Context: an optimization exercise on an open-source flow, tuned for small area, a short achievable clock period and few clock cycles. The choices shown serve that exercise and are no tape-out recipe. Function was checked by simulation only, so behaviour that the tests miss may differ from the original. Power figures rest on the tool's default switching activity, not on a simulated workload.

`flow/run.sh`:
```
#!/bin/bash
# The standard layout (standard.sh: the standard flow's synthesis and ORFS flow), with the
# port buffers made as plain sky130 buf_1 cells instead of the delay buffer
# ORFS picks by default. Each step's log is kept under orfs/logs; make's own
# output goes to standard.log.
set -euo pipefail
bash standard.sh "BUFFER_PORTS_ARGS=-buffer_cell sky130_fd_sc_hd__buf_1" finish > standard.log 2>&1
```
`standard.sh`:
```
#!/bin/bash
# synth_recipe.tcl (not shown) runs the flow's synth.tcl, then flattens the netlist and writes it again
# the make line also repeats each setting of config.mk as NAME=value (left out here)
make -C /OpenROAD-flow-scripts/flow DESIGN_CONFIG=/design/flow/config.mk WORK_HOME=/design/flow/orfs CLKGATE_MAP_FILE= SYNTH_SCRIPT=/design/flow/synth_recipe.tcl "${@:-finish}"
```
`config.mk`:
```
export PLATFORM = sky130hd
export DESIGN_NAME = line_clear_ctrl_module
export DESIGN_NICKNAME = line_clear_ctrl_module
export VERILOG_FILES = /design/flow/design.v
export SDC_FILE = /design/flow/constraint.sdc
export NUM_CORES = 4
export LEC_CHECK = 0
export CAP_MARGIN = 20
export CORE_AREA = 5 5 295 295
export DIE_AREA = 0 0 300 300
export PLACE_DENSITY = 0.6
export SETUP_SLACK_MARGIN = 2.0
export SLEW_MARGIN = 20
```
`constraint.sdc`:
```
create_clock -name core_clock -period 5.0 [get_ports {clk}]
set_input_delay 1.0000 -clock core_clock [delete_from_list [all_inputs] [get_ports {clk}]]
set_output_delay 1.0000 -clock core_clock [all_outputs]
set_load 0.01 [all_outputs]
```
`design.v`:
```
package tetris_map_pkg;
    localparam int ROWS       = 14;
    localparam int COLS       = 10;
    localparam int COL_OFS    = 5;
    localparam int ROW_STRIDE = 20;
    localparam int MAP_W      = 360;
    localparam int IDX_W      = $clog2(MAP_W);
    localparam int PTR_W      = 4;
    localparam int LC_W       = 4;
    function automatic [IDX_W-1:0] idx(input integer r, input integer c);
        idx = COL_OFS + ROW_STRIDE * r + c;
    endfunction
endpackage
module row_full_detect
(
    input  logic [tetris_map_pkg::COLS-1:0] row_bits,
    output logic                            row_full
);
    assign row_full = &row_bits;
endmodule
module lc_compact
(
    input  logic [139:0] rows,
    input  logic [13:0] full,
    output logic [139:0] out,
    output logic [14:0]   cnt_oh
);
    wire [9:0] rw1 = rows[0 +: 10] & {10{~full[0]}};
    wire [9:0] rw2 = rows[10 +: 10] & {10{~full[1]}};
    wire s3 = ~full[1];
    wire s4 = full[1];
    wire [9:0] m5 = ({10{s3}} & rw1);
    wire [9:0] m6 = rw2 | ({10{s4}} & rw1);
    wire c7 = (~full[0] & ~full[1]);
    wire c8 = (~full[0] & full[1]) | (full[0] & ~full[1]);
    wire c9 = (full[0] & full[1]);
    wire [9:0] rw10 = rows[20 +: 10] & {10{~full[2]}};
    wire [9:0] rw11 = rows[30 +: 10] & {10{~full[3]}};
    wire s12 = ~full[3];
    wire s13 = full[3];
    wire [9:0] m14 = ({10{s12}} & rw10);
    wire [9:0] m15 = rw11 | ({10{s13}} & rw10);
    wire c16 = (~full[2] & ~full[3]);
    wire c17 = (~full[2] & full[3]) | (full[2] & ~full[3]);
    wire c18 = (full[2] & full[3]);
    wire [9:0] rw19 = rows[40 +: 10] & {10{~full[4]}};
    wire [9:0] rw20 = rows[50 +: 10] & {10{~full[5]}};
    wire s21 = ~full[5];
    wire s22 = full[5];
    wire [9:0] m23 = ({10{s21}} & rw19);
    wire [9:0] m24 = rw20 | ({10{s22}} & rw19);
    wire c25 = (~full[4] & ~full[5]);
    wire c26 = (~full[4] & full[5]) | (full[4] & ~full[5]);
    wire c27 = (full[4] & full[5]);
    wire s28 = c25;
    wire s29 = c26;
    wire s30 = c27;
    wire [9:0] m31 = ({10{s28}} & m14);
    wire [9:0] m32 = ({10{s28}} & m15) | ({10{s29}} & m14);
    wire [9:0] m33 = m23 | ({10{s29}} & m15) | ({10{s30}} & m14);
    wire [9:0] m34 = m24 | ({10{s30}} & m15);
    wire c35 = (c16 & c25);
    wire c36 = (c16 & c26) | (c17 & c25);
    wire c37 = (c16 & c27) | (c17 & c26) | (c18 & c25);
    wire c38 = (c17 & c27) | (c18 & c26);
    wire c39 = (c18 & c27);
    wire s40 = c35;
    wire s41 = c36;
    wire s42 = c37;
    wire s43 = c38;
    wire s44 = c39;
    wire [9:0] m45 = ({10{s40}} & m5);
    wire [9:0] m46 = ({10{s40}} & m6) | ({10{s41}} & m5);
    wire [9:0] m47 = m31 | ({10{s41}} & m6) | ({10{s42}} & m5);
    wire [9:0] m48 = m32 | ({10{s42}} & m6) | ({10{s43}} & m5);
    wire [9:0] m49 = m33 | ({10{s43}} & m6) | ({10{s44}} & m5);
    wire [9:0] m50 = m34 | ({10{s44}} & m6);
    wire c51 = (c7 & c35);
    wire c52 = (c7 & c36) | (c8 & c35);
    wire c53 = (c7 & c37) | (c8 & c36) | (c9 & c35);
    wire c54 = (c7 & c38) | (c8 & c37) | (c9 & c36);
    wire c55 = (c7 & c39) | (c8 & c38) | (c9 & c37);
    wire c56 = (c8 & c39) | (c9 & c38);
    wire c57 = (c9 & c39);
    wire [9:0] rw58 = rows[60 +: 10] & {10{~full[6]}};
    wire [9:0] rw59 = rows[70 +: 10] & {10{~full[7]}};
    wire s60 = ~full[7];
    wire s61 = full[7];
    wire [9:0] m62 = ({10{s60}} & rw58);
    wire [9:0] m63 = rw59 | ({10{s61}} & rw58);
    wire c64 = (~full[6] & ~full[7]);
    wire c65 = (~full[6] & full[7]) | (full[6] & ~full[7]);
    wire c66 = (full[6] & full[7]);
    wire [9:0] rw67 = rows[80 +: 10] & {10{~full[8]}};
    wire [9:0] rw68 = rows[90 +: 10] & {10{~full[9]}};
    wire s69 = ~full[9];
    wire s70 = full[9];
    wire [9:0] m71 = ({10{s69}} & rw67);
    wire [9:0] m72 = rw68 | ({10{s70}} & rw67);
    wire c73 = (~full[8] & ~full[9]);
    wire c74 = (~full[8] & full[9]) | (full[8] & ~full[9]);
    wire c75 = (full[8] & full[9]);
    wire s76 = c73;
    wire s77 = c74;
    wire s78 = c75;
    wire [9:0] m79 = ({10{s76}} & m62);
    wire [9:0] m80 = ({10{s76}} & m63) | ({10{s77}} & m62);
    wire [9:0] m81 = m71 | ({10{s77}} & m63) | ({10{s78}} & m62);
    wire [9:0] m82 = m72 | ({10{s78}} & m63);
    wire c83 = (c64 & c73);
    wire c84 = (c64 & c74) | (c65 & c73);
    wire c85 = (c64 & c75) | (c65 & c74) | (c66 & c73);
    wire c86 = (c65 & c75) | (c66 & c74);
    wire c87 = (c66 & c75);
    wire [9:0] rw88 = rows[100 +: 10] & {10{~full[10]}};
    wire [9:0] rw89 = rows[110 +: 10] & {10{~full[11]}};
    wire s90 = ~full[11];
    wire s91 = full[11];
    wire [9:0] m92 = ({10{s90}} & rw88);
    wire [9:0] m93 = rw89 | ({10{s91}} & rw88);
    wire c94 = (~full[10] & ~full[11]);
    wire c95 = (~full[10] & full[11]) | (full[10] & ~full[11]);
    wire c96 = (full[10] & full[11]);
    wire [9:0] rw97 = rows[120 +: 10] & {10{~full[12]}};
    wire [9:0] rw98 = rows[130 +: 10] & {10{~full[13]}};
    wire s99 = ~full[13];
    wire s100 = full[13];
    wire [9:0] m101 = ({10{s99}} & rw97);
    wire [9:0] m102 = rw98 | ({10{s100}} & rw97);
    wire c103 = (~full[12] & ~full[13]);
    wire c104 = (~full[12] & full[13]) | (full[12] & ~full[13]);
    wire c105 = (full[12] & full[13]);
    wire s106 = c103;
    wire s107 = c104;
    wire s108 = c105;
    wire [9:0] m109 = ({10{s106}} & m92);
    wire [9:0] m110 = ({10{s106}} & m93) | ({10{s107}} & m92);
    wire [9:0] m111 = m101 | ({10{s107}} & m93) | ({10{s108}} & m92);
    wire [9:0] m112 = m102 | ({10{s108}} & m93);
    wire c113 = (c94 & c103);
    wire c114 = (c94 & c104) | (c95 & c103);
    wire c115 = (c94 & c105) | (c95 & c104) | (c96 & c103);
    wire c116 = (c95 & c105) | (c96 & c104);
    wire c117 = (c96 & c105);
    wire s118 = c113;
    wire s119 = c114;
    wire s120 = c115;
    wire s121 = c116;
    wire s122 = c117;
    wire [9:0] m123 = ({10{s118}} & m79);
    wire [9:0] m124 = ({10{s118}} & m80) | ({10{s119}} & m79);
    wire [9:0] m125 = ({10{s118}} & m81) | ({10{s119}} & m80) | ({10{s120}} & m79);
    wire [9:0] m126 = ({10{s118}} & m82) | ({10{s119}} & m81) | ({10{s120}} & m80) | ({10{s121}} & m79);
    wire [9:0] m127 = m109 | ({10{s119}} & m82) | ({10{s120}} & m81) | ({10{s121}} & m80) | ({10{s122}} & m79);
    wire [9:0] m128 = m110 | ({10{s120}} & m82) | ({10{s121}} & m81) | ({10{s122}} & m80);
    wire [9:0] m129 = m111 | ({10{s121}} & m82) | ({10{s122}} & m81);
    wire [9:0] m130 = m112 | ({10{s122}} & m82);
    wire c131 = (c83 & c113);
    wire c132 = (c83 & c114) | (c84 & c113);
    wire c133 = (c83 & c115) | (c84 & c114) | (c85 & c113);
    wire c134 = (c83 & c116) | (c84 & c115) | (c85 & c114) | (c86 & c113);
    wire c135 = (c83 & c117) | (c84 & c116) | (c85 & c115) | (c86 & c114) | (c87 & c113);
    wire c136 = (c84 & c117) | (c85 & c116) | (c86 & c115) | (c87 & c114);
    wire c137 = (c85 & c117) | (c86 & c116) | (c87 & c115);
    wire c138 = (c86 & c117) | (c87 & c116);
    wire c139 = (c87 & c117);
    wire s140 = c131;
    wire s141 = c132;
    wire s142 = c133;
    wire s143 = c134;
    wire s144 = c135;
    wire s145 = c136;
    wire s146 = c137;
    wire s147 = c138;
    wire s148 = c139;
    wire [9:0] m149 = ({10{s140}} & m45);
    wire [9:0] m150 = ({10{s140}} & m46) | ({10{s141}} & m45);
    wire [9:0] m151 = ({10{s140}} & m47) | ({10{s141}} & m46) | ({10{s142}} & m45);
    wire [9:0] m152 = ({10{s140}} & m48) | ({10{s141}} & m47) | ({10{s142}} & m46) | ({10{s143}} & m45);
    wire [9:0] m153 = ({10{s140}} & m49) | ({10{s141}} & m48) | ({10{s142}} & m47) | ({10{s143}} & m46) | ({10{s144}} & m45);
    wire [9:0] m154 = ({10{s140}} & m50) | ({10{s141}} & m49) | ({10{s142}} & m48) | ({10{s143}} & m47) | ({10{s144}} & m46) | ({10{s145}} & m45);
    wire [9:0] m155 = m123 | ({10{s141}} & m50) | ({10{s142}} & m49) | ({10{s143}} & m48) | ({10{s144}} & m47) | ({10{s145}} & m46) | ({10{s146}} & m45);
    wire [9:0] m156 = m124 | ({10{s142}} & m50) | ({10{s143}} & m49) | ({10{s144}} & m48) | ({10{s145}} & m47) | ({10{s146}} & m46) | ({10{s147}} & m45);
    wire [9:0] m157 = m125 | ({10{s143}} & m50) | ({10{s144}} & m49) | ({10{s145}} & m48) | ({10{s146}} & m47) | ({10{s147}} & m46) | ({10{s148}} & m45);
    wire [9:0] m158 = m126 | ({10{s144}} & m50) | ({10{s145}} & m49) | ({10{s146}} & m48) | ({10{s147}} & m47) | ({10{s148}} & m46);
    wire [9:0] m159 = m127 | ({10{s145}} & m50) | ({10{s146}} & m49) | ({10{s147}} & m48) | ({10{s148}} & m47);
    wire [9:0] m160 = m128 | ({10{s146}} & m50) | ({10{s147}} & m49) | ({10{s148}} & m48);
    wire [9:0] m161 = m129 | ({10{s147}} & m50) | ({10{s148}} & m49);
    wire [9:0] m162 = m130 | ({10{s148}} & m50);
    wire c163 = (c51 & c131);
    wire c164 = (c51 & c132) | (c52 & c131);
    wire c165 = (c51 & c133) | (c52 & c132) | (c53 & c131);
    wire c166 = (c51 & c134) | (c52 & c133) | (c53 & c132) | (c54 & c131);
    wire c167 = (c51 & c135) | (c52 & c134) | (c53 & c133) | (c54 & c132) | (c55 & c131);
    wire c168 = (c51 & c136) | (c52 & c135) | (c53 & c134) | (c54 & c133) | (c55 & c132) | (c56 & c131);
    wire c169 = (c51 & c137) | (c52 & c136) | (c53 & c135) | (c54 & c134) | (c55 & c133) | (c56 & c132) | (c57 & c131);
    wire c170 = (c51 & c138) | (c52 & c137) | (c53 & c136) | (c54 & c135) | (c55 & c134) | (c56 & c133) | (c57 & c132);
    wire c171 = (c51 & c139) | (c52 & c138) | (c53 & c137) | (c54 & c136) | (c55 & c135) | (c56 & c134) | (c57 & c133);
    wire c172 = (c52 & c139) | (c53 & c138) | (c54 & c137) | (c55 & c136) | (c56 & c135) | (c57 & c134);
    wire c173 = (c53 & c139) | (c54 & c138) | (c55 & c137) | (c56 & c136) | (c57 & c135);
    wire c174 = (c54 & c139) | (c55 & c138) | (c56 & c137) | (c57 & c136);
    wire c175 = (c55 & c139) | (c56 & c138) | (c57 & c137);
    wire c176 = (c56 & c139) | (c57 & c138);
    wire c177 = (c57 & c139);
    assign out[0 +: 10] = m149;
    assign out[10 +: 10] = m150;
    assign out[20 +: 10] = m151;
    assign out[30 +: 10] = m152;
    assign out[40 +: 10] = m153;
    assign out[50 +: 10] = m154;
    assign out[60 +: 10] = m155;
    assign out[70 +: 10] = m156;
    assign out[80 +: 10] = m157;
    assign out[90 +: 10] = m158;
    assign out[100 +: 10] = m159;
    assign out[110 +: 10] = m160;
    assign out[120 +: 10] = m161;
    assign out[130 +: 10] = m162;
    assign cnt_oh[0] = c163;
    assign cnt_oh[1] = c164;
    assign cnt_oh[2] = c165;
    assign cnt_oh[3] = c166;
    assign cnt_oh[4] = c167;
    assign cnt_oh[5] = c168;
    assign cnt_oh[6] = c169;
    assign cnt_oh[7] = c170;
    assign cnt_oh[8] = c171;
    assign cnt_oh[9] = c172;
    assign cnt_oh[10] = c173;
    assign cnt_oh[11] = c174;
    assign cnt_oh[12] = c175;
    assign cnt_oh[13] = c176;
    assign cnt_oh[14] = c177;
endmodule
module line_clear_ctrl_module
(
    input  logic                   clk,
    input  logic                   rst,
    input  logic                   start,
    input  logic                   vblank,
    input  logic [tetris_map_pkg::MAP_W-1:0]       fixed_square_map,
    output logic                   busy,
    output logic [tetris_map_pkg::MAP_W-1:0]       map_out,
    output logic                   map_we,
    output logic                   done,
    output logic [tetris_map_pkg::LC_W-1:0]        lines_cleared
);
    localparam int ROWS = tetris_map_pkg::ROWS;
    localparam int COLS = tetris_map_pkg::COLS;
    logic [ROWS*COLS-1:0] rows;
    logic [ROWS*COLS-1:0] cmp;
    logic [ROWS-1:0]  full;
    logic [ROWS:0]    cnt_oh;
    logic [3:0]       k;
    logic             any_full;
    logic [tetris_map_pkg::MAP_W-1:0] result;
    logic                             busy_q;
    logic                             done_q;
    logic                             we_q;
    logic [tetris_map_pkg::LC_W-1:0]  lines_q;
    logic [tetris_map_pkg::MAP_W-1:0] map_out_q;
    logic                             accept;
    for (genvar r = 0; r < ROWS; r++) begin : g_det
        assign rows[r*COLS +: COLS] = fixed_square_map[tetris_map_pkg::idx(r, 0) +: COLS];
        row_full_detect u_detect (
            .row_bits (rows[r*COLS +: COLS]),
            .row_full (full[r])
        );
    end
    lc_compact u_compact (
        .rows   (rows),
        .full   (full),
        .out    (cmp),
        .cnt_oh (cnt_oh)
    );
    always_comb begin
        k = '0;
        for (int c = 1; c <= ROWS; c++) k |= {4{cnt_oh[c]}} & 4'(c);
        any_full = |full;
        result = fixed_square_map;
        for (int r = 0; r < ROWS; r++) result[tetris_map_pkg::idx(r, 0) +: COLS] = cmp[r*COLS +: COLS];
    end
    assign accept = start & ~busy_q;
    always_ff @(posedge clk or posedge rst) begin
        if (rst) begin
            busy_q <= 1'b0;
            done_q <= 1'b0;
            we_q   <= 1'b0;
        end else if (accept) begin
            busy_q <= any_full & ~vblank;
            done_q <= ~any_full | vblank;
            we_q   <= any_full & vblank;
        end else if (busy_q) begin
            busy_q <= ~vblank;
            done_q <= vblank;
            we_q   <= vblank;
        end else begin
            done_q <= 1'b0;
            we_q   <= 1'b0;
        end
    end
    always_ff @(posedge clk) begin
        if (accept) begin
            map_out_q <= result;
            lines_q   <= k;
        end
    end
    assign busy          = busy_q;
    assign done          = done_q;
    assign map_we        = we_q;
    assign map_out       = map_out_q;
    assign lines_cleared = lines_q;
endmodule
```
==> results of run 1 <==
critical path, cell delays in order:
cell and delay [ns]:
buf_8 0.08, nand2_4 0.04, or4_4 0.57, inv_4 0.08
ha_4 0.20, buf_4 0.13, buf_6 0.11, a22oi_2 0.18
buf_6 0.17, o22ai_1 0.14, or3_4 0.51, a2bb2oi_2 0.25
o221ai_2 0.15, a221oi_2 0.26, nand3_1 0.18
area by class of cell:
cell class	count	area, um2
fill	8392	52000
multi-input combinational	1185	10100
inverter	26	111
tap	1080	1350
clock inverter	32	430
timing repair buffer	1174	7410
antenna	7	17.5
clock buffer	45	1060
sequential	367	11000
synthesized netlist by cell type, types with 14 or more instances:
| cell | number | area [um2] |
|---|---|---|
| a22oi_1 | 76 | 571 |
| o22ai_1 | 106 | 663 |
| or3_1 | 15 | 93.8 |
| o21ai_0 | 20 | 100 |
| nor2_1 | 99 | 372 |
| clkbuf_1 | 120 | 450 |
| edfxtp_1 | 364 | 10900 |
| nor3_1 | 15 | 75.1 |
| a21oi_1 | 48 | 240 |
| a32oi_1 | 39 | 342 |
| nand2_1 | 221 | 830 |
| buf_2 | 28 | 140 |
| a21boi_0 | 41 | 308 |
| a211oi_1 | 20 | 150 |
| nand3_1 | 54 | 270 |
| nand4_1 | 26 | 163 |
| a221o_1 | 38 | 380 |
| o31ai_1 | 29 | 218 |
| ha_1 | 14 | 175 |
| o211ai_1 | 22 | 165 |
| a22o_1 | 18 | 158 |
| inv_1 | 21 | 78.8 |
| o221ai_1 | 40 | 350 |
| a222oi_1 | 47 | 470 |
| a21o_1 | 21 | 158 |
| a221oi_1 | 44 | 385 |
how the worst max path moves through the flow:
stage                                startpoint             end  slack, ns  cells past startpoint
after floorplan                           start      lines_q[0]      -1.87                      1
after global placement     fixed_square_map[91]  map_out_q[206]      -0.26                     11
after detailed placement   fixed_square_map[91]  map_out_q[206]      -0.17                     11
after CTS                 fixed_square_map[249]  map_out_q[234]       1.39                     15
after global routing      fixed_square_map[251]  map_out_q[225]       1.22                     15
final                     fixed_square_map[251]  map_out_q[165]       1.23                     15
metal layers:
layer / track usage, % / up-vias / share of wire, %
met5: 0 / - / 0.038
li1: - / 9372 / -
met2: 50.2 / 1821 / 49
met1: 32.0 / 11204 / 34
met3: 7.08 / 530 / 10
met4: 16.1 / 10 / 7.6
cells by family (layout without fill, tap and decap cells):
| family | after synthesis | after routing | synth area share (%) |
|---|---|---|---|
| and+or+nand+nor | 481 | 483 | 11.2 |
| DFF | 367 | 367 | 56.3 |
| muxes | 1 | 1 | 0.0512 |
| adders and majority gates | 14 | 14 | 0.896 |
| other | 0 | 7 | 0 |
| buffers and inverters | 194 | 1277 | 4.18 |
| AOI/OAI and AO/OA | 687 | 687 | 27.3 |
repair_timing:
action | CTS | global route
endpoints found under the setup margin | 144 | 133
resized for setup | 314 | 181
pin swaps | 131 | 126
setup buffers | 126 | 61
hold buffers | 0 | 0
cloned | 8 | 9
power breakdown:
part           switching (uW)  internal (uW)  total [uW]  leakage (uW)
Combinational             874            397        1270       0.00714
Sequential               87.8           3590        3680       0.00360
Clock                    1400           1990        3390      0.000732
Total                    2360           5980        8340        0.0115
registers in the layout, summed over array words and instances (netlist names):
name	count
done_q	1
lines_q	4
busy_q	1
map_out_q	360
we_q	1
placed cells by master, fill, tap and decap left out, types with 16 or more instances in the layout:
cell	instances
buf_2	37
edfxtp_1	364
buf_1	658
o22ai_1	87
a221oi_2	33
inv_1	17
a222oi_1	47
buf_12	43
buf_4	323
nand4_1	26
a21o_1	18
clkbuf_16	49
a21oi_1	32
nand3_1	38
buf_8	18
o221ai_2	20
buf_6	66
a22oi_1	38
a32oi_1	23
a21boi_0	29
a22oi_2	38
a221o_1	37
o31ai_1	25
nand2_1	178
o211ai_1	22
nor2_1	89
o221ai_1	16
nand2_2	29
metrics by stage:
stage               hold WS (ns)  setup WS, ns
detailed placement         0.636        -0.167
finish                     0.245          1.23
global placement           0.630        -0.261
global route               0.246          1.22
CTS                        0.218          1.39
floorplan                  0.645         -1.87
==> impl_results.html, run 1 <==
<table>
<tr><th>Metric</th><th>Value</th></tr>
<tr><th colspan="2">Run status</th></tr>
<tr><td>Status</td><td>complete, no violations</td></tr>
<tr><th colspan="2">GRT</th></tr>
<tr><td>First-pass GRT wire length</td><td>184000 um</td></tr>
<tr><td>Total overflow reported by the global router</td><td>0</td></tr>
<tr><td>Number of global-route vias before repair</td><td>22215</td></tr>
<tr><td>Pin count of the biggest net entering global routing</td><td>131</td></tr>
<tr><td>Tot GR Track Use</td><td>28.7%</td></tr>
<tr><td>Number of antenna violations at the first check in global routing</td><td>13</td></tr>
<tr><th colspan="2">Yosys</th></tr>
<tr><td>Number of synthesized register bits</td><td>367</td></tr>
<tr><td>Yosys warns</td><td>1</td></tr>
<tr><td>Top_reg_cell synth</td><td>edfxtp_1</td></tr>
<tr><td>Proportion of synthesized flip-flops having asynchronous set or reset</td><td>0.817%</td></tr>
<tr><td>Distinct cells, synth</td><td>71</td></tr>
<tr><td>Number of nets in the synthesized netlist</td><td>2122</td></tr>
<tr><td>Mapped Cells</td><td>1744</td></tr>
<tr><td>Mean post-synth cell area</td><td>11.2 um2</td></tr>
<tr><td>Share of the yosys chip area belonging to registers</td><td>56.3%</td></tr>
<tr><td>Count of flip-flops with a built-in enable after synthesis</td><td>364</td></tr>
<tr><td>Mapped Area</td><td>19500 um2</td></tr>
<tr><th colspan="2">Setup path</th></tr>
<tr><td>Type of the setup path with the least slack</td><td>in2reg</td></tr>
<tr><td>Highest fanout seen on the critical path</td><td>7</td></tr>
<tr><td>Endpoint arrival time on the critical path</td><td>4.07 ns</td></tr>
<tr><td>Sort of element at the start of the critical path</td><td>primary input</td></tr>
<tr><td>Origin of the critical flop-to-flop path</td><td>busy_q</td></tr>
<tr><td>Crit. End Element</td><td>register</td></tr>
<tr><td>Endpoint of the worst-slack reg-to-reg timing path</td><td>map_out_q[97]</td></tr>
<tr><td>CP Data Required Time</td><td>5.30 ns</td></tr>
<tr><td>Internal reg-to-reg setup slack</td><td>2.89 ns</td></tr>
<tr><td>Depth of the most critical reg-to-reg path</td><td>3</td></tr>
<tr><th colspan="2">Finish</th></tr>
<tr><td>Share of cells above drive strength 1</td><td>33.2%</td></tr>
<tr><td>Finished Core Util</td><td>37.7%</td></tr>
<tr><td>Post-synthesis to final-layout area growth</td><td>61.2%</td></tr>
<tr><td>Design area</td><td>31500 um2</td></tr>
<tr><td>Net count, final</td><td>3174</td></tr>
<tr><td>Number of standard cells in the final layout excluding fillers</td><td>3916</td></tr>
<tr><th colspan="2">Placed design</th></tr>
<tr><td>Count of input and output buffers</td><td>730</td></tr>
<tr><td>Placed cells</td><td>3628</td></tr>
<tr><td>Placed wire-length estimate</td><td>105000 um</td></tr>
<tr><td>Placed instance area</td><td>25900 um2</td></tr>
<tr><td>Final weighted congestion of routability-driven global placement</td><td>1.02</td></tr>
<tr><th colspan="2">Power</th></tr>
<tr><td>Maximum vdd ir drop</td><td>0.210 mV</td></tr>
<tr><td>Leak Pwr</td><td>0.0115 uW</td></tr>
<tr><td>Power density relative to cell area</td><td>265 nW/um2</td></tr>
<tr><td>Total power of the final layout</td><td>8340 uW</td></tr>
<tr><th colspan="2">STA</th></tr>
<tr><td>Share of the clock period used by the worst path after layout</td><td>75.3%</td></tr>
<tr><td>Final critical path time including I/O delays and setup</td><td>3.77 ns</td></tr>
<tr><td>Final setup violation count</td><td>0</td></tr>
<tr><td>Max-slew headroom</td><td>8.66%</td></tr>
<tr><td>RSZ-0062 raised after global routing</td><td>true</td></tr>
<tr><td>Count of pins over their slew limit</td><td>0</td></tr>
<tr><td>Final hold viol count</td><td>0</td></tr>
<tr><td>Fmax</td><td>266 MHz</td></tr>
<tr><td>Slew at the pin closest to its max-slew limit</td><td>1.36 ns</td></tr>
<tr><td>Worst-case clock skew</td><td>0.0262 ns</td></tr>
<tr><td>Post-Route Setup TNS</td><td>0 ns</td></tr>
<tr><th colspan="2">Route</th></tr>
<tr><td>Wire length per cell after detailed routing</td><td>35.5 um</td></tr>
<tr><td>Remaining number of nets flagged by the antenna check after routing</td><td>0</td></tr>
<tr><td>Via density per instance</td><td>5.86</td></tr>
<tr><td>Iteration-0 DRC Markers</td><td>3004</td></tr>
<tr><td>Number of search-and-repair iterations in the first detailed-routing pass</td><td>9</td></tr>
<tr><td>Via count</td><td>22937</td></tr>
<tr><td>Residual DRC</td><td>0</td></tr>
<tr><td>Final Routed Wirelength</td><td>139000 um</td></tr>
<tr><th colspan="2">Job</th></tr>
<tr><td>Number of max-cap violations</td><td>0</td></tr>
<tr><th colspan="2">Clock tree</th></tr>
<tr><td>Clock latency on the worst-skew pair</td><td>0.58 ns</td></tr>
<tr><td>Clock buffers created by TritonCTS</td><td>42</td></tr>
<tr><td>Depth of the CTS H-tree</td><td>2</td></tr>
<tr><td>Clock-pin slew on the worst setup and hold paths</td><td>0.08 ns</td></tr>
<tr><td>Clock buffer depth</td><td>3</td></tr>
<tr><td>Root Buffer</td><td>clkbuf_16</td></tr>
<tr><td>CTS sink count</td><td>367</td></tr>
<tr><td>Clock tree from TritonCTS</td><td>yes</td></tr>
<tr><th colspan="2">Die</th></tr>
<tr><td>Placement Rows</td><td>106</td></tr>
<tr><td>Effective utilization at floorplan</td><td>23.4%</td></tr>
<tr><td>Total die area</td><td>90000 um2</td></tr>
<tr><td>Floorplan die height</td><td>300 um</td></tr>
<tr><td>Horizontal extent of the die</td><td>300 um</td></tr>
<tr><td>Top-level port count</td><td>731</td></tr>
<tr><td>Area of the core</td><td>83600 um2</td></tr>
<tr><th colspan="2">Min path</th></tr>
<tr><td>Hold WC Path Type</td><td>in2async</td></tr>
</table>
Testbench counts, summed over its fixed seeds: cycles 384.
==> run 2: changes to the inputs <==
--- a/config.mk
+++ b/config.mk
@@ -7,2 +7,3 @@
 export LEC_CHECK = 0
+export ABC_AREA = 1
 export CAP_MARGIN = 20
==> run 2 against run 1 <==
  * Power shrank 2.5%
  * Area after synthesis grew 11%
  * Combinational power shrank 21%
  * Clock skew shrank 0.0021 ns
  * Clock power grew 2%
  * Global-route usage shrank 3.4 points
  * Sequential cell count is the same
  * Setup slack gained 0.79 ns
  * Register-to-register slack lost 0.05 ns
  * Cell count grew 21%
==> impl_results.html, run 2 <==
<table>
<tr><th>Metric</th><th>Value</th></tr>
<tr><th colspan="2">GRT</th></tr>
<tr><td>Most used routing layer</td><td>met2</td></tr>
<tr><td>First-pass GRT wire length</td><td>166000 um (-9.7%)</td></tr>
<tr><td>Met2 Use GR</td><td>44.5% (-5.7 points)</td></tr>
<tr><td>Number of antenna violations at the first check in global routing</td><td>13 (unchanged)</td></tr>
<tr><td>Tot GR Track Use</td><td>25.3% (-3.4 points)</td></tr>
<tr><td>Met3 usage</td><td>5.43% (-1.6 points)</td></tr>
<tr><td>Pin count of the biggest net entering global routing</td><td>92 (-30%)</td></tr>
<tr><td>Met1 global-route usage</td><td>29.0% (-3.0 points)</td></tr>
<tr><td>Number of global-route vias before repair</td><td>22316 (+0.45%)</td></tr>
<tr><td>Total overflow reported by the global router</td><td>0 (unchanged)</td></tr>
<tr><th colspan="2">Placed design</th></tr>
<tr><td>Final weighted congestion of routability-driven global placement</td><td>0.975 (-4.4%)</td></tr>
<tr><td>Worst slack at placement</td><td>0.813 ns (+0.979 ns)</td></tr>
<tr><td>Placed wire-length estimate</td><td>94500 um (-9.9%)</td></tr>
<tr><td>Count of input and output buffers</td><td>730 (unchanged)</td></tr>
<tr><th colspan="2">Route</th></tr>
<tr><td>Iteration-0 DRC Markers</td><td>2921 (-2.8%)</td></tr>
<tr><td>Via count</td><td>24083 (+5.0%)</td></tr>
<tr><td>Via density per instance</td><td>5.08 (-13%)</td></tr>
<tr><td>Number of search-and-repair iterations in the first detailed-routing pass</td><td>6 (-3)</td></tr>
<tr><td>Residual DRC</td><td>0 (unchanged)</td></tr>
<tr><td>Remaining number of nets flagged by the antenna check after routing</td><td>0 (unchanged)</td></tr>
<tr><td>Final Routed Wirelength</td><td>123000 um (-11%)</td></tr>
<tr><td>Wire length per cell after detailed routing</td><td>26.0 um (-27%)</td></tr>
<tr><th colspan="2">Setup path</th></tr>
<tr><td>Sort of element at the start of the critical path</td><td>primary input</td></tr>
<tr><td>Endpoint arrival time on the critical path</td><td>3.28 ns (-0.79 ns)</td></tr>
<tr><td>Count of buffer and inverter cells on the critical path</td><td>6 (+1)</td></tr>
<tr><td>Type of the setup path with the least slack</td><td>in2reg</td></tr>
<tr><td>Critical path's top delay family</td><td>simple AND/OR/NAND/NOR gates</td></tr>
<tr><td>Delay contributed by the slowest stage of the critical path</td><td>0.32 ns (-0.25 ns)</td></tr>
<tr><td>CP Data Required Time</td><td>5.31 ns (about the same)</td></tr>
<tr><td>Critical-path cell list</td><td>buf_1 &gt; nand2_1 &gt; nor2_1 &gt; inv_1 &gt; nor2_4 &gt; inv_1 &gt; ha_1 &gt; nand2_1 &gt; nand3_4 &gt; nand2_1 &gt; nand4_1 &gt; buf_4 &gt; buf_12 &gt; buf_4 &gt; nand2_1 &gt; o21ai_0 &gt; nor2_1 &gt; nand2_1</td></tr>
<tr><td>Slowest stage cell on the critical path</td><td>ha_1</td></tr>
<tr><td>Cell repeated most along the worst path</td><td>nand2_1</td></tr>
<tr><td>Crit. End Element</td><td>register</td></tr>
<tr><td>Highest fanout seen on the critical path</td><td>8 (+1)</td></tr>
<tr><th colspan="2">Die</th></tr>
<tr><td>Placement Rows</td><td>106 (unchanged)</td></tr>
<tr><td>Horizontal extent of the die</td><td>300 um (unchanged)</td></tr>
<tr><td>Area of the core</td><td>83600 um2 (unchanged)</td></tr>
<tr><td>Top-level port count</td><td>731 (unchanged)</td></tr>
<tr><td>Total die area</td><td>90000 um2 (unchanged)</td></tr>
<tr><td>Effective utilization at floorplan</td><td>26.0% (+2.6 points)</td></tr>
<tr><td>Floorplan die height</td><td>300 um (unchanged)</td></tr>
<tr><th colspan="2">Yosys</th></tr>
<tr><td>Mapped Cells</td><td>2815 (+61%)</td></tr>
<tr><td>Top_reg_cell synth</td><td>edfxtp_1</td></tr>
<tr><td>Number of nets in the synthesized netlist</td><td>3193 (+50%)</td></tr>
<tr><td>Mean post-synth cell area</td><td>7.70 um2 (-31%)</td></tr>
<tr><td>Yosys warns</td><td>1 (unchanged)</td></tr>
<tr><td>Area contributors post-synth</td><td>edfxtp_1 50%, nand2_1 21%, nand3_1 6.0%</td></tr>
<tr><td>Count of flip-flops with a built-in enable after synthesis</td><td>364 (unchanged)</td></tr>
<tr><td>Mapped Area</td><td>21700 um2 (+11%)</td></tr>
<tr><td>Distinct cells, synth</td><td>41 (-42%)</td></tr>
<tr><td>Most frequent cells after synthesis</td><td>1212 x nand2_1, 364 x edfxtp_1, 344 x nor2_1</td></tr>
<tr><td>Number of synthesized register bits</td><td>367 (unchanged)</td></tr>
<tr><td>Dominant cell by count in the synthesized netlist</td><td>nand2_1</td></tr>
<tr><td>Post-synthesis cell type with the largest combined area</td><td>edfxtp_1</td></tr>
<tr><td>Share of the yosys chip area belonging to registers</td><td>50.7% (-5.6 points)</td></tr>
<tr><td>Proportion of synthesized flip-flops having asynchronous set or reset</td><td>0.817% (unchanged)</td></tr>
<tr><td>Area share of the largest cell type after synthesis</td><td>50.4% (-5.5 points)</td></tr>
<tr><th colspan="2">Finish</th></tr>
<tr><td>Largest register by flop count</td><td>map_out_q</td></tr>
<tr><td>Largest regs</td><td>map_out_q x360, lines_q x4</td></tr>
<tr><td>Share of cells above drive strength 1</td><td>12.2% (-21 points)</td></tr>
<tr><td>Leading cell types in the layout, fill and taps excluded</td><td>1183 x nand2_1, 688 x buf_1, 364 x edfxtp_1</td></tr>
<tr><td>Post-synthesis to final-layout area growth</td><td>33.9%</td></tr>
<tr><td>Max FFs per register</td><td>360 (unchanged)</td></tr>
<tr><td>Most common library cell in the layout ignoring fill and taps</td><td>nand2_1</td></tr>
<tr><td>Finished Core Util</td><td>34.8% (-3.0 points)</td></tr>
<tr><td>Net count, final</td><td>4000 (+26%)</td></tr>
<tr><th colspan="2">Clock tree</th></tr>
<tr><td>Clock buffers created by TritonCTS</td><td>46 (+9.5%)</td></tr>
<tr><td>Hold-fix buffer count after cts</td><td>0 (unchanged)</td></tr>
<tr><td>Root Buffer</td><td>clkbuf_16</td></tr>
<tr><td>Clock-pin slew on the worst setup and hold paths</td><td>0.06 ns (-0.02 ns)</td></tr>
<tr><td>CTS sink count</td><td>367 (unchanged)</td></tr>
<tr><td>Clock buffer depth</td><td>3 (unchanged)</td></tr>
<tr><td>Clock tree from TritonCTS</td><td>yes</td></tr>
<tr><td>Depth of the CTS H-tree</td><td>2 (unchanged)</td></tr>
<tr><td>Clock latency on the worst-skew pair</td><td>0.60 ns (+0.02 ns)</td></tr>
<tr><th colspan="2">STA</th></tr>
<tr><td>RSZ-0062 raised after global routing</td><td>true</td></tr>
<tr><td>Final hold viol count</td><td>0 (unchanged)</td></tr>
<tr><td>Slew at the pin closest to its max-slew limit</td><td>1.03 ns (-0.336 ns)</td></tr>
<tr><td>Count of pins over their slew limit</td><td>0 (unchanged)</td></tr>
<tr><td>Fmax</td><td>336 MHz (+27%)</td></tr>
<tr><td>Share of the clock period used by the worst path after layout</td><td>59.5% (-16 points)</td></tr>
<tr><td>Final worst hold slack</td><td>0.258 ns (+0.0134 ns)</td></tr>
<tr><td>Post-Route Setup TNS</td><td>0 ns (unchanged)</td></tr>
<tr><td>Final setup violation count</td><td>0 (unchanged)</td></tr>
<tr><td>Final critical path time including I/O delays and setup</td><td>2.98 ns (-0.790 ns)</td></tr>
<tr><td>Max-slew headroom</td><td>31.1% (+22 points)</td></tr>
<tr><td>Worst-case clock skew</td><td>0.0241 ns (-0.00209 ns)</td></tr>
<tr><td>Min setup slack post-route</td><td>2.02 ns (+0.790 ns)</td></tr>
<tr><th colspan="2">Power</th></tr>
<tr><td>Leak Pwr</td><td>0.0122 uW (+6.5%)</td></tr>
<tr><td>Total power of the final layout</td><td>8130 uW (-2.5%)</td></tr>
<tr><td>Power density relative to cell area</td><td>280 nW/um2 (+5.8%)</td></tr>
<tr><td>Maximum vdd ir drop</td><td>0.230 mV (+9.6%)</td></tr>
<tr><th colspan="2">Min path</th></tr>
<tr><td>Hold WC Path Type</td><td>in2async</td></tr>
<tr><th colspan="2">Run status</th></tr>
<tr><td>Status</td><td>complete, no violations</td></tr>
<tr><th colspan="2">Job</th></tr>
<tr><td>Number of max-cap violations</td><td>0 (unchanged)</td></tr>
</table>
## run 2: cell types whose count changed in the layout (fill, tap and decap cells not counted), moves of 28 or more
cell | previous run | this run
buf_1 | 658 | 688
inv_1 | 17 | 147
a222oi_1 | 47 | 0
a22oi_1 | 38 | 10
nor2_1 | 89 | 336
buf_4 | 323 | 127
nand3_1 | 38 | 256
a221o_1 | 37 | 0
a221oi_2 | 33 | 0
nand2_1 | 178 | 1183
buf_6 | 66 | 7
buf_12 | 43 | 12
nand4_1 | 26 | 56
o22ai_1 | 87 | 8
## run 2: where the power goes
part / switching (uW) / internal [uW]
Combinational: 737 / 263
Sequential: 93.2 / 3590
Clock: 1400 / 2050
## run 2: final cells by class
class / instances / area (um2)
Fill cell: 8848 / 54500
Sequential cell: 367 / 11000
Multi-Input combinational cell: 2146 / 10100
Timing Repair Buffer: 886 / 4310
Tap cell: 1080 / 1350
Clock buffer: 48 / 1160
Inverter: 175 / 723
Clock inverter: 33 / 368
Antenna cell: 4 / 10.0
## run 2: timing repair
action / CTS / global route
endpoints found under the setup margin: 131 / 102
setup buffers: 21 / 41
cloned: 1 / 9
gates resized for setup: 64 / 74
hold endpoints to repair: 0 / 0
pin swaps: 9 / 17
## run 2: worst paths after layout
path / cells after the start / to / start / slack (ns)
worst max-delay path: 18 / map_out_q[129] / fixed_square_map[146] / 2.02
worst min-delay path: 2 / done_q / rst / 0.26
worst max register to register: 2 / map_out_q[199] / busy_q / 2.84
worst min register to register: 2 / we_q / busy_q / 0.64
max in group asynchronous: 2 / we_q / rst / 4.61
min in group core_clock: 1 / map_out_q[83] / fixed_square_map[83] / 0.58
## run 2: routing by layer
layer,wire length [um],share of wire [%]
met1,42500,35
met2,60100,49
met3,12200,9.9
met4,8360,6.8
met5,67,0.054
## run 2: kinds of logic after synthesis
group / synth area share, %
flops: 50.7
buf+inv: 5.78
compound gates: 4.79
simple gates: 37.9
fa+ha+maj: 0.808
## run 2: per-stage QoR
step | area (um2) | cells
after floorplan | 22200 | 2815
after global placement | 26300 | 4582
after detailed placement | 26300 | 4582
after CTS | 28300 | 4685
after global routing | 29000 | 4735
final | 29000 | 4739
==> run 3: changes to the inputs <==
--- a/design.v
+++ b/design.v
@@ -24,2 +24,3 @@
     input  logic [13:0] full,
+    input  logic en,
     output logic [139:0] out,
@@ -124,5 +125,5 @@
     wire [9:0] rw97 = rows[120 +: 10] & {10{~full[12]}};
-    wire [9:0] rw98 = rows[130 +: 10] & {10{~full[13]}};
-    wire s99 = ~full[13];
-    wire s100 = full[13];
+    wire [9:0] rw98 = rows[130 +: 10] & {10{~full[13] & en}};
+    wire s99 = ~full[13] & en;
+    wire s100 = full[13] & en;
     wire [9:0] m101 = ({10{s99}} & rw97);
@@ -132,5 +133,5 @@
     wire c105 = (full[12] & full[13]);
-    wire s106 = c103;
-    wire s107 = c104;
-    wire s108 = c105;
+    wire s106 = c103 & en;
+    wire s107 = c104 & en;
+    wire s108 = c105 & en;
     wire [9:0] m109 = ({10{s106}} & m92);
@@ -144,7 +145,7 @@
     wire c117 = (c96 & c105);
-    wire s118 = c113;
-    wire s119 = c114;
-    wire s120 = c115;
-    wire s121 = c116;
-    wire s122 = c117;
+    wire s118 = c113 & en;
+    wire s119 = c114 & en;
+    wire s120 = c115 & en;
+    wire s121 = c116 & en;
+    wire s122 = c117 & en;
     wire [9:0] m123 = ({10{s118}} & m79);
@@ -175,60 +176,74 @@
     wire s148 = c139;
-    wire [9:0] m149 = ({10{s140}} & m45);
-    wire [9:0] m150 = ({10{s140}} & m46) | ({10{s141}} & m45);
-    wire [9:0] m151 = ({10{s140}} & m47) | ({10{s141}} & m46) | ({10{s142}} & m45);
-    wire [9:0] m152 = ({10{s140}} & m48) | ({10{s141}} & m47) | ({10{s142}} & m46) | ({10{s143}} & m45);
-    wire [9:0] m153 = ({10{s140}} & m49) | ({10{s141}} & m48) | ({10{s142}} & m47) | ({10{s143}} & m46) | ({10{s144}} & m45);
-    wire [9:0] m154 = ({10{s140}} & m50) | ({10{s141}} & m49) | ({10{s142}} & m48) | ({10{s143}} & m47) | ({10{s144}} & m46) | ({10{s145}} & m45);
-    wire [9:0] m155 = m123 | ({10{s141}} & m50) | ({10{s142}} & m49) | ({10{s143}} & m48) | ({10{s144}} & m47) | ({10{s145}} & m46) | ({10{s146}} & m45);
-    wire [9:0] m156 = m124 | ({10{s142}} & m50) | ({10{s143}} & m49) | ({10{s144}} & m48) | ({10{s145}} & m47) | ({10{s146}} & m46) | ({10{s147}} & m45);
-    wire [9:0] m157 = m125 | ({10{s143}} & m50) | ({10{s144}} & m49) | ({10{s145}} & m48) | ({10{s146}} & m47) | ({10{s147}} & m46) | ({10{s148}} & m45);
-    wire [9:0] m158 = m126 | ({10{s144}} & m50) | ({10{s145}} & m49) | ({10{s146}} & m48) | ({10{s147}} & m47) | ({10{s148}} & m46);
-    wire [9:0] m159 = m127 | ({10{s145}} & m50) | ({10{s146}} & m49) | ({10{s147}} & m48) | ({10{s148}} & m47);
-    wire [9:0] m160 = m128 | ({10{s146}} & m50) | ({10{s147}} & m49) | ({10{s148}} & m48);
-    wire [9:0] m161 = m129 | ({10{s147}} & m50) | ({10{s148}} & m49);
-    wire [9:0] m162 = m130 | ({10{s148}} & m50);
-    wire c163 = (c51 & c131);
-    wire c164 = (c51 & c132) | (c52 & c131);
-    wire c165 = (c51 & c133) | (c52 & c132) | (c53 & c131);
-    wire c166 = (c51 & c134) | (c52 & c133) | (c53 & c132) | (c54 & c131);
-    wire c167 = (c51 & c135) | (c52 & c134) | (c53 & c133) | (c54 & c132) | (c55 & c131);
-    wire c168 = (c51 & c136) | (c52 & c135) | (c53 & c134) | (c54 & c133) | (c55 & c132) | (c56 & c131);
-    wire c169 = (c51 & c137) | (c52 & c136) | (c53 & c135) | (c54 & c134) | (c55 & c133) | (c56 & c132) | (c57 & c131);
-    wire c170 = (c51 & c138) | (c52 & c137) | (c53 & c136) | (c54 & c135) | (c55 & c134) | (c56 & c133) | (c57 & c132);
-    wire c171 = (c51 & c139) | (c52 & c138) | (c53 & c137) | (c54 & c136) | (c55 & c135) | (c56 & c134) | (c57 & c133);
-    wire c172 = (c52 & c139) | (c53 & c138) | (c54 & c137) | (c55 & c136) | (c56 & c135) | (c57 & c134);
-    wire c173 = (c53 & c139) | (c54 & c138) | (c55 & c137) | (c56 & c136) | (c57 & c135);
-    wire c174 = (c54 & c139) | (c55 & c138) | (c56 & c137) | (c57 & c136);
-    wire c175 = (c55 & c139) | (c56 & c138) | (c57 & c137);
-    wire c176 = (c56 & c139) | (c57 & c138);
-    wire c177 = (c57 & c139);
-    assign out[0 +: 10] = m149;
-    assign out[10 +: 10] = m150;
-    assign out[20 +: 10] = m151;
-    assign out[30 +: 10] = m152;
-    assign out[40 +: 10] = m153;
-    assign out[50 +: 10] = m154;
-    assign out[60 +: 10] = m155;
-    assign out[70 +: 10] = m156;
-    assign out[80 +: 10] = m157;
-    assign out[90 +: 10] = m158;
-    assign out[100 +: 10] = m159;
-    assign out[110 +: 10] = m160;
-    assign out[120 +: 10] = m161;
-    assign out[130 +: 10] = m162;
-    assign cnt_oh[0] = c163;
-    assign cnt_oh[1] = c164;
-    assign cnt_oh[2] = c165;
-    assign cnt_oh[3] = c166;
-    assign cnt_oh[4] = c167;
-    assign cnt_oh[5] = c168;
-    assign cnt_oh[6] = c169;
-    assign cnt_oh[7] = c170;
-    assign cnt_oh[8] = c171;
-    assign cnt_oh[9] = c172;
-    assign cnt_oh[10] = c173;
-    assign cnt_oh[11] = c174;
-    assign cnt_oh[12] = c175;
-    assign cnt_oh[13] = c176;
-    assign cnt_oh[14] = c177;
+    wire s149 = s140 | s143 | s146;
+    wire s150 = s141 | s144 | s147;
+    wire s151 = s142 | s145 | s148;
+    wire s152 = (s140 | s141 | s142) & en;
+    wire s153 = (s143 | s144 | s145) & en;
+    wire s154 = (s146 | s147 | s148) & en;
+    wire [9:0] t155 = ({10{s149}} & m45);
+    wire [9:0] t156 = ({10{s149}} & m46) | ({10{s150}} & m45);
+    wire [9:0] t157 = ({10{s149}} & m47) | ({10{s150}} & m46) | ({10{s151}} & m45);
+    wire [9:0] t158 = ({10{s149}} & m48) | ({10{s150}} & m47) | ({10{s151}} & m46);
+    wire [9:0] t159 = ({10{s149}} & m49) | ({10{s150}} & m48) | ({10{s151}} & m47);
+    wire [9:0] t160 = ({10{s149}} & m50) | ({10{s150}} & m49) | ({10{s151}} & m48);
+    wire [9:0] t161 = ({10{s150}} & m50) | ({10{s151}} & m49);
+    wire [9:0] t162 = ({10{s151}} & m50);
+    wire [9:0] m163 = ({10{s152}} & t155);
+    wire [9:0] m164 = ({10{s152}} & t156);
+    wire [9:0] m165 = ({10{s152}} & t157);
+    wire [9:0] m166 = ({10{s152}} & t158) | ({10{s153}} & t155);
+    wire [9:0] m167 = ({10{s152}} & t159) | ({10{s153}} & t156);
+    wire [9:0] m168 = ({10{s152}} & t160) | ({10{s153}} & t157);
+    wire [9:0] m169 = m123 | ({10{s152}} & t161) | ({10{s153}} & t158) | ({10{s154}} & t155);
+    wire [9:0] m170 = m124 | ({10{s152}} & t162) | ({10{s153}} & t159) | ({10{s154}} & t156);
+    wire [9:0] m171 = m125 | ({10{s153}} & t160) | ({10{s154}} & t157);
+    wire [9:0] m172 = m126 | ({10{s153}} & t161) | ({10{s154}} & t158);
+    wire [9:0] m173 = m127 | ({10{s153}} & t162) | ({10{s154}} & t159);
+    wire [9:0] m174 = m128 | ({10{s154}} & t160);
+    wire [9:0] m175 = m129 | ({10{s154}} & t161);
+    wire [9:0] m176 = m130 | ({10{s154}} & t162);
+    wire c177 = (c51 & c131);
+    wire c178 = (c51 & c132) | (c52 & c131);
+    wire c179 = (c51 & c133) | (c52 & c132) | (c53 & c131);
+    wire c180 = (c51 & c134) | (c52 & c133) | (c53 & c132) | (c54 & c131);
+    wire c181 = (c51 & c135) | (c52 & c134) | (c53 & c133) | (c54 & c132) | (c55 & c131);
+    wire c182 = (c51 & c136) | (c52 & c135) | (c53 & c134) | (c54 & c133) | (c55 & c132) | (c56 & c131);
+    wire c183 = (c51 & c137) | (c52 & c136) | (c53 & c135) | (c54 & c134) | (c55 & c133) | (c56 & c132) | (c57 & c131);
+    wire c184 = (c51 & c138) | (c52 & c137) | (c53 & c136) | (c54 & c135) | (c55 & c134) | (c56 & c133) | (c57 & c132);
+    wire c185 = (c51 & c139) | (c52 & c138) | (c53 & c137) | (c54 & c136) | (c55 & c135) | (c56 & c134) | (c57 & c133);
+    wire c186 = (c52 & c139) | (c53 & c138) | (c54 & c137) | (c55 & c136) | (c56 & c135) | (c57 & c134);
+    wire c187 = (c53 & c139) | (c54 & c138) | (c55 & c137) | (c56 & c136) | (c57 & c135);
+    wire c188 = (c54 & c139) | (c55 & c138) | (c56 & c137) | (c57 & c136);
+    wire c189 = (c55 & c139) | (c56 & c138) | (c57 & c137);
+    wire c190 = (c56 & c139) | (c57 & c138);
+    wire c191 = (c57 & c139);
+    assign out[0 +: 10] = m163;
+    assign out[10 +: 10] = m164;
+    assign out[20 +: 10] = m165;
+    assign out[30 +: 10] = m166;
+    assign out[40 +: 10] = m167;
+    assign out[50 +: 10] = m168;
+    assign out[60 +: 10] = m169;
+    assign out[70 +: 10] = m170;
+    assign out[80 +: 10] = m171;
+    assign out[90 +: 10] = m172;
+    assign out[100 +: 10] = m173;
+    assign out[110 +: 10] = m174;
+    assign out[120 +: 10] = m175;
+    assign out[130 +: 10] = m176;
+    assign cnt_oh[0] = c177;
+    assign cnt_oh[1] = c178;
+    assign cnt_oh[2] = c179;
+    assign cnt_oh[3] = c180;
+    assign cnt_oh[4] = c181;
+    assign cnt_oh[5] = c182;
+    assign cnt_oh[6] = c183;
+    assign cnt_oh[7] = c184;
+    assign cnt_oh[8] = c185;
+    assign cnt_oh[9] = c186;
+    assign cnt_oh[10] = c187;
+    assign cnt_oh[11] = c188;
+    assign cnt_oh[12] = c189;
+    assign cnt_oh[13] = c190;
+    assign cnt_oh[14] = c191;
 endmodule
@@ -272,2 +287,3 @@
         .full   (full),
+        .en     (accept),
         .out    (cmp),
@@ -280,5 +296,12 @@
         result = fixed_square_map;
-        for (int r = 0; r < ROWS; r++) result[tetris_map_pkg::idx(r, 0) +: COLS] = cmp[r*COLS +: COLS];
+        for (int r = 0; r < ROWS; r++)
+            result[tetris_map_pkg::idx(r, 0) +: COLS] = cmp[r*COLS +: COLS]
+                | ({COLS{~accept}} & map_out_q[tetris_map_pkg::idx(r, 0) +: COLS]);
     end
     assign accept = start & ~busy_q;
+    function automatic logic is_field(input int i);
+        is_field = (i >= tetris_map_pkg::COL_OFS)
+                && (i < tetris_map_pkg::COL_OFS + tetris_map_pkg::ROW_STRIDE * ROWS)
+                && ((i - tetris_map_pkg::COL_OFS) % tetris_map_pkg::ROW_STRIDE < COLS);
+    endfunction
     always_ff @(posedge clk or posedge rst) begin
@@ -302,6 +325,5 @@
     always_ff @(posedge clk) begin
-        if (accept) begin
-            map_out_q <= result;
-            lines_q   <= k;
-        end
+        for (int i = 0; i < tetris_map_pkg::MAP_W; i++)
+            if (accept || is_field(i)) map_out_q[i] <= result[i];
+        if (accept) lines_q <= k;
     end
--- a/config.mk
+++ b/config.mk
@@ -9,6 +9,7 @@
 export CAP_MARGIN = 20
-export CORE_AREA = 5 5 295 295
-export DIE_AREA = 0 0 300 300
+export CORE_AREA = 5 5 235 235
+export CTS_BUF_LIST = sky130_fd_sc_hd__clkbuf_4 sky130_fd_sc_hd__clkbuf_8
+export DIE_AREA = 0 0 240 240
 export PLACE_DENSITY = 0.6
-export SETUP_SLACK_MARGIN = 2.0
+export SETUP_SLACK_MARGIN = 2.3
 export SLEW_MARGIN = 20
==> run 3 against run 2 <==
  * Via count grew 1.5%
  * Sequential power rose by 1%
  * Sequential share of layout area fell by 4.2 points
  * First-iteration DRC count grew 23%
  * Core utilization up 20 points
  * Die area is 36% lower
  * Critical path depth unchanged
==> impl_results.html, run 3 <==
<table>
<tr><th>Metric</th><th>Value</th></tr>
<tr><th colspan="2">Finish</th></tr>
<tr><td>Design area</td><td>28500 um2 (-1.7%)</td></tr>
<tr><td>Net count, final</td><td>3887 (-2.8%)</td></tr>
<tr><td>Share of cells above drive strength 1</td><td>22.2% (+10 points)</td></tr>
<tr><td>Largest regs</td><td>map_out_q x360, lines_q x4</td></tr>
<tr><td>Leading cell types in the layout, fill and taps excluded</td><td>1022 x nand2_1, 628 x buf_1, 241 x nand3_1</td></tr>
<tr><td>Most common library cell in the layout ignoring fill and taps</td><td>nand2_1</td></tr>
<tr><td>Largest register by flop count</td><td>map_out_q</td></tr>
<tr><td>Max FFs per register</td><td>360 (unchanged)</td></tr>
<tr><td>Post-synthesis to final-layout area growth</td><td>45.1%</td></tr>
<tr><th colspan="2">Yosys</th></tr>
<tr><td>Mapped Cells</td><td>2647 (-6.0%)</td></tr>
<tr><td>Count of flip-flops with a built-in enable after synthesis</td><td>224 (-38%)</td></tr>
<tr><td>Number of nets in the synthesized netlist</td><td>3025 (-5.3%)</td></tr>
<tr><td>Number of synthesized register bits</td><td>367 (unchanged)</td></tr>
<tr><td>Post-synthesis cell type with the largest combined area</td><td>edfxtp_1</td></tr>
<tr><td>Mapped Area</td><td>19700 um2 (-9.3%)</td></tr>
<tr><td>Most frequent cells after synthesis</td><td>1222 x nand2_1, 295 x nand3_1, 224 x edfxtp_1</td></tr>
<tr><td>Area share of the largest cell type after synthesis</td><td>34.2% (-16 points)</td></tr>
<tr><td>Proportion of synthesized flip-flops having asynchronous set or reset</td><td>0.817% (unchanged)</td></tr>
<tr><td>Dominant cell by count in the synthesized netlist</td><td>nand2_1</td></tr>
<tr><td>Mean post-synth cell area</td><td>7.43 um2 (-3.6%)</td></tr>
<tr><td>Share of the yosys chip area belonging to registers</td><td>48.8% (-1.9 points)</td></tr>
<tr><td>Area contributors post-synth</td><td>edfxtp_1 34%, nand2_1 23%, dfxtp_1 14%</td></tr>
<tr><td>Top_reg_cell synth</td><td>edfxtp_1</td></tr>
<tr><td>Distinct cells, synth</td><td>43 (+4.9%)</td></tr>
<tr><td>Yosys warns</td><td>1 (unchanged)</td></tr>
<tr><th colspan="2">STA</th></tr>
<tr><td>Final worst hold slack</td><td>0.146 ns (-0.112 ns)</td></tr>
<tr><td>Share of the clock period used by the worst path after layout</td><td>56.1% (-3.4 points)</td></tr>
<tr><td>Final setup violation count</td><td>0 (unchanged)</td></tr>
<tr><td>Max-slew headroom</td><td>34.7% (+3.6 points)</td></tr>
<tr><td>Count of pins over their slew limit</td><td>0 (unchanged)</td></tr>
<tr><td>Worst-case clock skew</td><td>0.0351 ns (+0.0110 ns)</td></tr>
<tr><td>Fmax</td><td>357 MHz (+6.1%)</td></tr>
<tr><td>Final hold viol count</td><td>0 (unchanged)</td></tr>
<tr><td>Final critical path time including I/O delays and setup</td><td>2.80 ns (-0.170 ns)</td></tr>
<tr><td>Slew at the pin closest to its max-slew limit</td><td>0.977 ns (-0.0505 ns)</td></tr>
<tr><td>Post-Route Setup TNS</td><td>0 ns (unchanged)</td></tr>
<tr><td>RSZ-0062 raised after global routing</td><td>true</td></tr>
<tr><th colspan="2">Route</th></tr>
<tr><td>Via count</td><td>24453 (+1.5%)</td></tr>
<tr><td>Highest signal layer in the routed design</td><td>met5</td></tr>
<tr><td>Sum of routed wire segments on met1</td><td>47800 um (+12%)</td></tr>
<tr><td>Number of search-and-repair iterations in the first detailed-routing pass</td><td>6 (unchanged)</td></tr>
<tr><td>Iteration-0 DRC Markers</td><td>3582 (+23%)</td></tr>
<tr><td>Routed length on met3</td><td>20100 um (+64%)</td></tr>
<tr><td>Length of routed met2 wiring</td><td>52200 um (-13%)</td></tr>
<tr><td>Remaining number of nets flagged by the antenna check after routing</td><td>0 (unchanged)</td></tr>
<tr><td>Via density per instance</td><td>5.74 (+13%)</td></tr>
<tr><td>Wire length per cell after detailed routing</td><td>29.7 um (+14%)</td></tr>
<tr><td>Residual DRC</td><td>0 (unchanged)</td></tr>
<tr><td>Final Routed Wirelength</td><td>127000 um (+2.7%)</td></tr>
<tr><th colspan="2">Clock tree</th></tr>
<tr><td>Clock latency on the worst-skew pair</td><td>0.68 ns (+0.08 ns)</td></tr>
<tr><td>Clock tree from TritonCTS</td><td>yes</td></tr>
<tr><td>Clock buffer depth</td><td>3 (unchanged)</td></tr>
<tr><td>Root Buffer</td><td>clkbuf_8</td></tr>
<tr><td>Clock buffers created by TritonCTS</td><td>70 (+52%)</td></tr>
<tr><td>CTS sink count</td><td>367 (unchanged)</td></tr>
<tr><td>Hold-fix buffer count after cts</td><td>0 (unchanged)</td></tr>
<tr><td>Clock-pin slew on the worst setup and hold paths</td><td>0.06 ns (about the same)</td></tr>
<tr><td>Depth of the CTS H-tree</td><td>3 (+1)</td></tr>
<tr><th colspan="2">GRT</th></tr>
<tr><td>First-pass GRT wire length</td><td>164000 um (-1.6%)</td></tr>
<tr><td>Pin count of the biggest net entering global routing</td><td>127 (+38%)</td></tr>
<tr><td>Number of global-route vias before repair</td><td>21448 (-3.9%)</td></tr>
<tr><td>Number of antenna violations at the first check in global routing</td><td>21 (+8)</td></tr>
<tr><td>Tot GR Track Use</td><td>39.8% (+15 points)</td></tr>
<tr><td>Total overflow reported by the global router</td><td>0 (unchanged)</td></tr>
<tr><th colspan="2">Setup path</th></tr>
<tr><td>Sort of element at the start of the critical path</td><td>primary input</td></tr>
<tr><td>CP Data Required Time</td><td>5.57 ns (+0.26 ns)</td></tr>
<tr><td>Crit. End Element</td><td>register</td></tr>
<tr><td>Highest fanout seen on the critical path</td><td>7 (-1)</td></tr>
<tr><td>Internal reg-to-reg setup slack</td><td>2.47 ns (-0.37 ns)</td></tr>
<tr><td>Type of the setup path with the least slack</td><td>in2reg</td></tr>
<tr><td>Endpoint arrival time on the critical path</td><td>3.38 ns (+0.10 ns)</td></tr>
<tr><th colspan="2">Die</th></tr>
<tr><td>Top-level port count</td><td>731 (unchanged)</td></tr>
<tr><td>Total die area</td><td>57600 um2 (-36%)</td></tr>
<tr><td>Area of the core</td><td>52400 um2 (-37%)</td></tr>
<tr><td>Floorplan die height</td><td>240 um (-20%)</td></tr>
<tr><td>Placement Rows</td><td>84 (-21%)</td></tr>
<tr><td>Horizontal extent of the die</td><td>240 um (-20%)</td></tr>
<tr><td>Effective utilization at floorplan</td><td>37.5% (+12 points)</td></tr>
<tr><th colspan="2">Min path</th></tr>
<tr><td>Hold WC Path Type</td><td>in2async</td></tr>
<tr><th colspan="2">Placed design</th></tr>
<tr><td>Final weighted congestion of routability-driven global placement</td><td>1.06 (+9.2%)</td></tr>
<tr><td>Placed instance area</td><td>23300 um2 (-11%)</td></tr>
<tr><td>Placed wire-length estimate</td><td>94000 um (-0.53%)</td></tr>
<tr><td>Count of input and output buffers</td><td>730 (unchanged)</td></tr>
<tr><th colspan="2">Run status</th></tr>
<tr><td>Status</td><td>complete, no violations</td></tr>
<tr><th colspan="2">Power</th></tr>
<tr><td>Leak Pwr</td><td>0.0123 uW (+0.64%)</td></tr>
<tr><td>Power density relative to cell area</td><td>294 nW/um2 (+4.8%)</td></tr>
<tr><td>Maximum vdd ir drop</td><td>0.187 mV (-19%)</td></tr>
<tr><th colspan="2">Job</th></tr>
<tr><td>Number of max-cap violations</td><td>0 (unchanged)</td></tr>
</table>
[run 3: final cells by class]
cell class | count | area (um2)
well taps | 688 | 861
flip-flops and latches | 367 | 9600
repair inverters | 1 | 7.51
fillers | 5154 | 23900
multi-input cells | 2032 | 10700
clock buffers | 100 | 1230
inverters | 123 | 524
diodes | 13 | 32.5
clock inverters | 24 | 186
repair buffers | 914 | 5390
[run 3: kinds of logic after synthesis]
group | after synthesis | synth area share, %
adders and majority gates | 14 | 0.891
AOI/OAI and AO/OA | 219 | 7.16
DFF | 367 | 48.8
and+or+nand+nor | 1796 | 37.5
buffers and inverters | 251 | 5.57
[run 3: layer usage]
layer,vias to the layer above,track usage (%)
li1,10496,-
met1,11469,53.7
met2,2081,56.8
met3,401,17.9
met4,6,14.2
met5,-,0
[run 3: stage by stage]
| step | std cells | util (%) | setup slack, ns | power (uW) |
|---|---|---|---|---|
| 6_report | 4262 | 54.4 | 2.20 | 8380 |
| 5_1_grt | 4251 | 54.4 | 2.14 | 8610 |
| 4_1_cts | 4150 | 49.1 | 2.24 | 8220 |
| 3_5_place_dp | 3975 | 44.4 | 0.678 | 5110 |
| 3_3_place_gp | 3975 | 44.4 | 0.659 | 5120 |
| 2_1_floorplan | 2647 | - | 1.99 | 4300 |
[run 3: where the power goes]
group | leakage (uW) | internal [uW] | switching [uW]
Combinational | 0.00818 | 466 | 1070
Clock | 0.000741 | 1650 | 1460
Sequential | 0.00338 | 3510 | 215
[run 3: path summary, 6_finish.rpt]
| check | start | to | depth (start not counted) |
|---|---|---|---|
| max | fixed_square_map[170] | map_out_q[234] | 18 |
| min reg2reg | map_out_q[6] | map_out_q[6] | 2 |
| min in group core_clock | map_out_q[6] | map_out_q[6] | 2 |
| max in group asynchronous | rst | we_q | 2 |
| min | rst | done_q | 2 |
| max reg2reg | busy_q | map_out_q[132] | 8 |
[run 3: what timing repair did]
item,4_1_cts,5_1_grt
gates resized for setup,138,539
gates cloned,11,24
pin swaps,22,149
buffers inserted,40,75
setup endpoints to repair,146,145
[run 3: critical path: stages]
cell	delay, ns
buf_4	0.11
nand2_1	0.06
nor3_2	0.21
nand2_2	0.12
ha_4	0.28
nand2_4	0.08
nand3_4	0.11
nand2_2	0.08
o21ai_2	0.06
nor2_4	0.16
buf_6	0.12
nand3_4	0.16
buf_6	0.19
buf_12	0.14
nand2_1	0.13
nand3_2	0.19
nand2_1	0.10
nand2_1	0.05
Testbench counts of run 3, summed over its fixed seeds: cycles 384.

## static timing again, ports no longer ideal
The flow's constraints put no driver on any port. The routed layouts listed below were extracted and timed again, unchanged, in two steps. Step 1: set_driving_cell puts a clkbuf_16 on clk and a buf_2 on each other input, an assumption about the parent block. Step 2, shift: input delay + t, output delay - t, t = (earliest + latest rising clock arrival at the registers) / 2. This alone moves slack from input paths to output paths. Three values: no drivers, after step 1, after step 2; two values: the first two.
run | t, ns | slack for setup (ns) | pins driven straight from the clock port
run 1 | 0.636 | 1.235 / 1.231 / 0.595 | 1
run 2 | 0.637 | 2.025 / 2.046 / 1.408 | 1
run 3 | 0.743 | 2.195 / 2.171 / 1.428 | 1
After both steps setup and hold are still met in every run listed. The setup slack of run 3, which loses most, moves by -0.024 ns with the drivers and by -0.767 ns with both steps.
